This is an optimization exercise on Yosys and OpenROAD, whose aim is small area, a short achievable clock period and few clock cycles per item, not a production implementation.
The RTL was checked by simulation tests, not by an equivalence proof against the original design.

<file path="flow/design.v">
package egbr_pkg;
    localparam int BUFFER_WORDS_DEF     = 3;
    localparam int MAX_PREFIX_ZEROS_DEF = 15;
    localparam int QUEUE_DEPTH          = 2;
    localparam int QPTR_W               = $clog2(QUEUE_DEPTH);
    localparam int QCNT_W               = $clog2(QUEUE_DEPTH + 1);
    localparam int MAX_COUNT            = 32;
    localparam logic [2:0] KIND_LOAD = 3'd0;
    localparam logic [2:0] KIND_GET  = 3'd1;
    localparam logic [2:0] KIND_SHOW = 3'd2;
    localparam logic [2:0] KIND_UE   = 3'd3;
    localparam logic [2:0] KIND_SE   = 3'd4;
    localparam logic [1:0] ST_OK    = 2'd0;
    localparam logic [1:0] ST_UNDER = 2'd1;
    localparam logic [1:0] ST_LONG  = 2'd2;
    localparam logic [1:0] ST_FULL  = 2'd3;
    typedef enum logic [2:0] {
        OP_NONE,
        OP_LOAD,
        OP_GET,
        OP_SHOW,
        OP_UE,
        OP_SE
    } t_op;
    typedef struct packed {
        logic [2:0]  kind;
        logic [31:0] stream_word;
        logic [5:0]  bit_count;
    } t_in_word;
    typedef struct packed {
        logic signed [32:0] value;
        logic [1:0]         status;
        logic [6:0]         bits_available;
    } t_out_word;
    typedef struct packed {
        t_op         op;
        logic [31:0] stream_word;
        logic [5:0]  count;
    } t_op_word;
    localparam int OP_WORD_W = 3 + 32 + 6;
    typedef struct packed {
        logic     valid;
        t_op_word entry;
    } t_q_head;
endpackage
module egbr_front
(
    input  logic     i_clk,
    input  logic     i_rst_n,
    input  logic     i_in_valid,
    input  egbr_pkg::t_in_word i_in_word,
    output logic     o_in_stall,
    input  logic     i_q_full,
    output logic     o_push,
    output egbr_pkg::t_op_word o_push_word
);
    assign o_in_stall = i_q_full;
    assign o_push     = i_in_valid && !i_q_full;
    always_comb begin
        o_push_word.stream_word = i_in_word.stream_word;
        o_push_word.count       = (i_in_word.bit_count > 6'(egbr_pkg::MAX_COUNT)) ?
                                  6'(egbr_pkg::MAX_COUNT) : i_in_word.bit_count;
        unique case (i_in_word.kind)
            egbr_pkg::KIND_LOAD: o_push_word.op = egbr_pkg::OP_LOAD;
            egbr_pkg::KIND_GET:  o_push_word.op = egbr_pkg::OP_GET;
            egbr_pkg::KIND_SHOW: o_push_word.op = egbr_pkg::OP_SHOW;
            egbr_pkg::KIND_UE:   o_push_word.op = egbr_pkg::OP_UE;
            egbr_pkg::KIND_SE:   o_push_word.op = egbr_pkg::OP_SE;
            default:   o_push_word.op = egbr_pkg::OP_NONE;
        endcase
    end
endmodule
module egbr_queue
(
    input  logic     i_clk,
    input  logic     i_rst_n,
    input  logic     i_push,
    input  egbr_pkg::t_op_word i_push_word,
    input  logic     i_pop,
    output logic     o_full,
    output egbr_pkg::t_q_head  o_head
);
    logic [egbr_pkg::OP_WORD_W-1:0] r_mem [0:egbr_pkg::QUEUE_DEPTH-1];
    logic [egbr_pkg::QPTR_W-1:0]   r_wr_ptr;
    logic [egbr_pkg::QPTR_W-1:0]   r_rd_ptr;
    logic [egbr_pkg::QCNT_W-1:0]   r_count;
    assign o_full       = (r_count == egbr_pkg::QCNT_W'(egbr_pkg::QUEUE_DEPTH));
    assign o_head.valid = (r_count != '0);
    assign o_head.entry = r_mem[r_rd_ptr];
    always_ff @(posedge i_clk) begin
        if (!i_rst_n) begin
            r_wr_ptr <= '0;
            r_rd_ptr <= '0;
            r_count  <= '0;
        end else begin
            if (i_push) r_wr_ptr <= r_wr_ptr + 1'b1;
            if (i_pop)  r_rd_ptr <= r_rd_ptr + 1'b1;
            priority if (i_push && !i_pop) r_count <= r_count + 1'b1;
            else if (!i_push && i_pop)     r_count <= r_count - 1'b1;
            else                           r_count <= r_count;
        end
    end
    always_ff @(posedge i_clk) begin
        if (i_push) r_mem[r_wr_ptr] <= i_push_word;
    end
endmodule
module egbr_back
#(
    parameter int BUFFER_WORDS     = egbr_pkg::BUFFER_WORDS_DEF,
    parameter int MAX_PREFIX_ZEROS = egbr_pkg::MAX_PREFIX_ZEROS_DEF
) (
    input  logic      i_clk,
    input  logic      i_rst_n,
    input  egbr_pkg::t_q_head   i_head,
    output logic      o_pop,
    output logic      o_out_valid,
    output egbr_pkg::t_out_word o_out_word,
    input  logic      i_out_stall
);
    localparam int BUF_W   = BUFFER_WORDS * 32;
    localparam int CNT_W   = $clog2(BUF_W + 1);
    localparam int Z_W     = $clog2(MAX_PREFIX_ZEROS + 2);
    localparam int PREFIX  = MAX_PREFIX_ZEROS + 1;
    logic [BUF_W-1:0] r_buf, n_buf;
    logic [CNT_W-1:0] r_held, n_held;
    logic             r_out_valid;
    egbr_pkg::t_out_word        r_out, n_out;
    logic [31:0]      top32;
    logic [Z_W-1:0]   zeros;
    logic [5:0]       code_len;
    logic [31:0]      code;
    logic [31:0]      peek;
    logic [31:0]      mag;
    assign top32 = r_buf[BUF_W-1 -: 32];
    assign o_pop = i_head.valid && (!r_out_valid || !i_out_stall);
    always_comb begin
        zeros = Z_W'(PREFIX);
        for (int i = MAX_PREFIX_ZEROS; i >= 0; i--) begin
            if (top32[31-i]) zeros = Z_W'(i);
        end
    end
    assign code_len = 6'({zeros, 1'b1});
    assign code     = top32 >> (6'd31 - 6'({zeros, 1'b0}));
    assign mag      = code >> 1;
    assign peek     = (i_head.entry.count == '0) ? '0 :
                      top32 >> (6'(egbr_pkg::MAX_COUNT) - i_head.entry.count);
    always_comb begin
        n_buf      = r_buf;
        n_held     = r_held;
        n_out.value  = '0;
        n_out.status = egbr_pkg::ST_OK;
        unique case (i_head.entry.op)
            egbr_pkg::OP_LOAD: begin
                if (({1'b0, r_held} + (CNT_W+1)'(32)) > (CNT_W+1)'(BUF_W)) begin
                    n_out.status = egbr_pkg::ST_FULL;
                end else begin
                    n_buf  = r_buf | ({i_head.entry.stream_word, {(BUF_W-32){1'b0}}}
                                      >> r_held);
                    n_held = r_held + CNT_W'(32);
                end
            end
            egbr_pkg::OP_GET, egbr_pkg::OP_SHOW: begin
                if (CNT_W'(i_head.entry.count) > r_held) begin
                    n_out.status = egbr_pkg::ST_UNDER;
                end else begin
                    n_out.value = 33'({1'b0, peek});
                    if (i_head.entry.op == egbr_pkg::OP_GET) begin
                        n_buf  = r_buf << i_head.entry.count;
                        n_held = r_held - CNT_W'(i_head.entry.count);
                    end
                end
            end
            egbr_pkg::OP_UE, egbr_pkg::OP_SE: begin
                priority if (zeros == Z_W'(PREFIX)) begin
                    n_out.status = (r_held >= CNT_W'(PREFIX)) ? egbr_pkg::ST_LONG : egbr_pkg::ST_UNDER;
                end else if (CNT_W'(code_len) > r_held) begin
                    n_out.status = egbr_pkg::ST_UNDER;
                end else begin
                    n_buf  = r_buf << code_len;
                    n_held = r_held - CNT_W'(code_len);
                    if (i_head.entry.op == egbr_pkg::OP_UE) begin
                        n_out.value = 33'({1'b0, code - 32'h1});
                    end else if (code[0] == 1'b1) begin
                        n_out.value = -$signed(33'({1'b0, mag}));
                    end else begin
                        n_out.value = 33'({1'b0, mag});
                    end
                end
            end
            default: ;
        endcase
        n_out.bits_available = 7'(n_held);
    end
    always_ff @(posedge i_clk) begin
        if (!i_rst_n) begin
            r_buf  <= '0;
            r_held <= '0;
        end else if (o_pop) begin
            r_buf  <= n_buf;
            r_held <= n_held;
        end
    end
    always_ff @(posedge i_clk) begin
        if (!i_rst_n) begin
            r_out_valid <= 1'b0;
        end else if (!r_out_valid || !i_out_stall) begin
            r_out_valid <= o_pop;
        end
    end
    always_ff @(posedge i_clk) begin
        if (o_pop) r_out <= n_out;
    end
    assign o_out_valid = r_out_valid;
    assign o_out_word  = r_out;
endmodule
module exp_golomb_bit_reader_top
#(
    parameter int BUFFER_WORDS     = egbr_pkg::BUFFER_WORDS_DEF,
    parameter int MAX_PREFIX_ZEROS = egbr_pkg::MAX_PREFIX_ZEROS_DEF
) (
    input  logic      i_clk,
    input  logic      i_rst_n,
    input  logic        i_in_valid,
    input  logic [40:0] i_in_word,     
    output logic        o_in_stall,
    output logic        o_out_valid,
    output logic [41:0] o_out_word,    
    input  logic        i_out_stall
);
    egbr_pkg::t_in_word  in_word;
    egbr_pkg::t_out_word out_word;
    assign in_word    = egbr_pkg::t_in_word'(i_in_word);
    assign o_out_word = out_word;
    logic     q_full;
    logic     push;
    egbr_pkg::t_op_word push_word;
    logic     pop;
    egbr_pkg::t_q_head  q_head;
    egbr_front u_front (
        .i_clk       (i_clk),
        .i_rst_n     (i_rst_n),
        .i_in_valid  (i_in_valid),
        .i_in_word   (in_word),
        .o_in_stall  (o_in_stall),
        .i_q_full    (q_full),
        .o_push      (push),
        .o_push_word (push_word)
    );
    egbr_queue u_queue (
        .i_clk       (i_clk),
        .i_rst_n     (i_rst_n),
        .i_push      (push),
        .i_push_word (push_word),
        .i_pop       (pop),
        .o_full      (q_full),
        .o_head      (q_head)
    );
    egbr_back #(
        .BUFFER_WORDS     (BUFFER_WORDS),
        .MAX_PREFIX_ZEROS (MAX_PREFIX_ZEROS)
    ) u_back (
        .i_clk       (i_clk),
        .i_rst_n     (i_rst_n),
        .i_head      (q_head),
        .o_pop       (pop),
        .o_out_valid (o_out_valid),
        .o_out_word  (out_word),
        .i_out_stall (i_out_stall)
    );
endmodule
</file>
<file path="flow/run.sh">
#!/bin/bash
# synth_recipe.tcl (not shown) runs the flow's synth.tcl, then flattens the netlist and writes it again
# the make line also repeats each setting of config.mk as NAME=value (left out here)
make -C /OpenROAD-flow-scripts/flow DESIGN_CONFIG=/design/flow/config.mk WORK_HOME=/design/flow/orfs CLKGATE_MAP_FILE= SYNTH_SCRIPT=/design/flow/synth_recipe.tcl finish
</file>
<file path="flow/config.mk">
export PLATFORM = sky130hd
export DESIGN_NAME = exp_golomb_bit_reader_top
export DESIGN_NICKNAME = exp_golomb_bit_reader_top
export VERILOG_FILES = /design/flow/design.v
export SDC_FILE = /design/flow/constraint.sdc
export NUM_CORES = 4
export LEC_CHECK = 0
export CAP_MARGIN = 20
export CORE_MARGIN = 2
export CORE_UTILIZATION = 30
export PLACE_DENSITY = 0.5
export SLEW_MARGIN = 20
</file>
<file path="flow/constraint.sdc">
create_clock -name core_clock -period 5.0 [get_ports {i_clk}]
set_input_delay 1.0000 -clock core_clock [delete_from_list [all_inputs] [get_ports {i_clk}]]
set_output_delay 1.0000 -clock core_clock [all_outputs]
set_load 0.01 [all_outputs]
</file>
==> run summary <==
final cells by class:
| type | instances | area, µm² |
|---|---|---|
| Antenna cell | 1 | 2.50 |
| Clock buffer | 32 | 737 |
| Clock inverter | 21 | 164 |
| Fill cell | 7613 | 47300 |
| Inverter | 44 | 171 |
| Multi-Input combinational cell | 2253 | 15200 |
| Sequential cell | 233 | 5910 |
| Tap cell | 959 | 1200 |
| Timing Repair Buffer | 245 | 2240 |
cell usage after synthesis, drive strengths merged (25+ instances only):
cell / n / area, µm²
clkbuf: 136 / 510
xnor2: 25 / 219
a31oi: 33 / 206
mux2i: 394 / 3950
o21ai: 223 / 1120
nor2: 274 / 1030
nand2: 423 / 1590
mux2: 50 / 563
edfxtp: 124 / 3720
a211oi: 26 / 210
o22ai: 25 / 170
nand3: 70 / 350
buf: 98 / 470
inv: 40 / 153
nor3: 38 / 200
mux4: 33 / 743
a21oi: 221 / 1110
a221oi: 56 / 497
dfxtp: 109 / 2180
o221ai: 35 / 330
layer usage:
metal  GRT usage (%)  vias up  wire length (µm)
li1                -    10400                 -
met1            38.0    11600             47200
met2            47.1     1199             51500
met3            4.79      249              8580
met4            13.7        2              6150
met5               0        -                13
stage by stage:
stage	hold WS, ps	area (µm²)	TNS (ps)
5_1_grt	532	25600	0
2_1_floorplan	475	22100	0
3_3_place_gp	482	24600	-49.7
3_5_place_dp	474	24700	-152
6_report	496	25600	0
4_1_cts	495	25600	0
cells in the final DEF (no fill, tap or decap), drive strengths merged, types with 19 or more instances in the layout:
master         instances
nand2                423
mux2i                394
nor2                 274
o21ai                223
a21oi                221
buf                  158
edfxtp               124
dfxtp                109
clkdlybuf4s50         87
nand3                 70
a221oi                56
mux2                  50
inv                   44
nor3                  38
o221ai                35
mux4                  33
a31oi                 33
clkbuf                32
a211oi                26
o22ai                 25
xnor2                 25
o211ai                24
a22oi                 23
ha                    19
and3                  19
sequential cells by signal (all words and copies together) (netlist names), named ones only:
register	flops
u_back.r_out	42
u_back.r_buf	96
u_back.r_out_valid	1
u_queue.r_wr_ptr	1
u_back.r_held	7
u_queue.r_rd_ptr	1
u_queue.r_mem	82
u_queue.r_count	2
worst min path at each step:
stage,from,to,slack [ps],cells past startpoint
after CTS,u_back.r_out_valid,u_back.r_out_valid,490,2
after detailed placement,u_back.r_out_valid,u_back.r_out_valid,470,2
after floorplan,u_back.r_buf[62],u_back.r_buf[62],470,2
after global placement,u_back.r_out_valid,u_back.r_out_valid,480,2
after global routing,u_back.r_out_valid,u_back.r_out_valid,530,2
final,u_back.r_out_valid,u_back.r_out_valid,500,2
critical path, stage by stage, from the launching register on:
cell and delay, ps:
dfxtp_2 440, nor2_1 340, a22o_1 520, buf_4 280, nor2_1 160, nor2_4 170, buf_4 410, mux2_2 410
o21ai_0 320, mux2i_1 150, mux2i_1 620, nor2_1 130, a2111oi_2 540
cell families (layout without fill, tap and decap cells):
kind of cell / after synthesis / in the layout / share of synthesized area [%]
buffers and inverters: 278 / 342 / 5.20
flip-flops: 233 / 233 / 26.7
adder cells (fa/ha/maj): 21 / 21 / 1.26
multiplexers: 477 / 477 / 23.8
AO/OA/AOI/OAI: 819 / 819 / 24.3
AND/OR/NAND/NOR: 896 / 896 / 17.2
XOR/XNOR: 40 / 40 / 1.58
other: 0 / 1 / 0
timing repair:
action	4_1_cts	5_1_grt
pin swaps	0	1
gates cloned	0	0
setup buffers	0	5
gates resized for setup	1	6
endpoints found under the setup margin	1	47
==> run summary <==
* Cell row count at 99
* Largest net degree at the start of global routing at approximately 120
* CTS Buf Count at 29
* DRT Pass-1 Iters at 6
* Main synth FF type: edfxtp_1
* Gate count of the mapped netlist at approximately 2.8k
* R2r setup slk at around 300 ps
* Req. time, crit path at ~5400 ps
* Routability Congestion at 1.02
* Async SR Flop Fraction at 0%
* Die extent in x at approximately 280 µm
* Share of the core filled with cells at between 30% and 40%
* R2R cell count at 12
* H-Tree Depth at 1
* Vias in the first global route at between 20k and 25k
* Setup CP Type: reg2reg
* Post-CTS Hold Buffers at 0
* Outcome: finished clean
* DIE AREA at ~0.076 mm²
* Share of cells above drive strength 1 at between 10% and 20%
* Yosys warnings at 3
* Inst Count DP at 3,729
* Syn avg cell area at between 8 and 9 µm²
* Via count at around 23k
* Worst setup margin at 299 ps
* Clock Latency Late Sink at just over 600 ps
* Critical Path Sink Type: register
* Gr ovfl total at 0
* GRT Total Usage at 29.2%
* Die H at between 200 and 300 µm
* Worst Hold Class: reg2reg
* Area Overhead vs Synth at 15.9%
* Sequential area share after synthesis at 26.7%
* Final net count at around 2.9k
* RSZ-0062 raised after global routing: false
* WP data arrival at 5140 ps
* End of the critical path: u_back.r_buf[70]
* Max Transition Viols Final at 0
* Max Clk Rate at approximately 210 MHz
* Final setup vio count at 0
* Post-Syn Area at 0.0221 mm²
* Wirelength, routed at 113,000 µm
* R2R Path End: u_back.r_buf[70]
* Worst-path clk slew at about 60 ps
* Drt initial violations at ~2.9k
* Initial antenna violation count at 3
* Slew Limit Headroom at roughly 28%
* Initial Utilization at between 30 and 40%
* Worst-path fanout max at 27
* Port bufs at 88
* Hpwl dp at 87,200 µm
* Vias per cell at slightly above 6
* Period utilization at 94.0%
* MaxCap Viol Count at 0
* Post-Syn Nets at 2,830
* Tmin final at approximately 4700 ps
* Global-route wire length before repair at about 160,000 µm
* Final hold viol count at 0
* DR WL/cell at around 30 µm
* Post-synth EDFFs at 124
* Yosys cell types at 91
* Clk root buf: clkbuf_16
* Crit path launch type: register
* CTS tree: done
* Clk buf depth at 3
* Synthesized flop and latch total at around 230
* Core Footprint at between 0.07 and 0.08 mm²
* Post-Place Setup Slack at -152 ps
* Setup Skew at approximately 23 ps
* IO Count at slightly below 90
* Drc violations at 0
* Slew @ Worst Pin at ~1100 ps
* Layout Cells excl Fill at roughly 3.8k
* Clk sinks at 233
* Post-route ant nets at 0
Testbench counts, summed over its fixed seeds: cycles 12,016, items 12,000.

==> port drivers added, routing unchanged <==
In the flow no input, the clock included, has a driving cell. The finished layout below was timed again as built, in two steps. Step 1 sets driving cells, clkbuf_16 on the clock port and buf_2 on the other inputs (assumed; they add their load-dependent delay and slew). Step 2 adds t to the input delays and takes it off the output delays; t is the mean of the earliest and latest rising clock arrival at the registers after step 1. Input paths then give back, and output paths get back, about the clock's delay inside the block. Three values: ideal, step 1, step 2; two values: the first two.
shift t [ns]: 0.661
slack for setup (ns): 0.299 / 0.299 / 0.299
hold slack, ns: 0.496 / 0.496 / 0.496
latest minus earliest clock arrival (ns): 0.026 / 0.025
After both steps this run still meets setup and hold. The setup slack of this run moves by 0.000 ns with the drivers and by 0.000 ns with both steps.
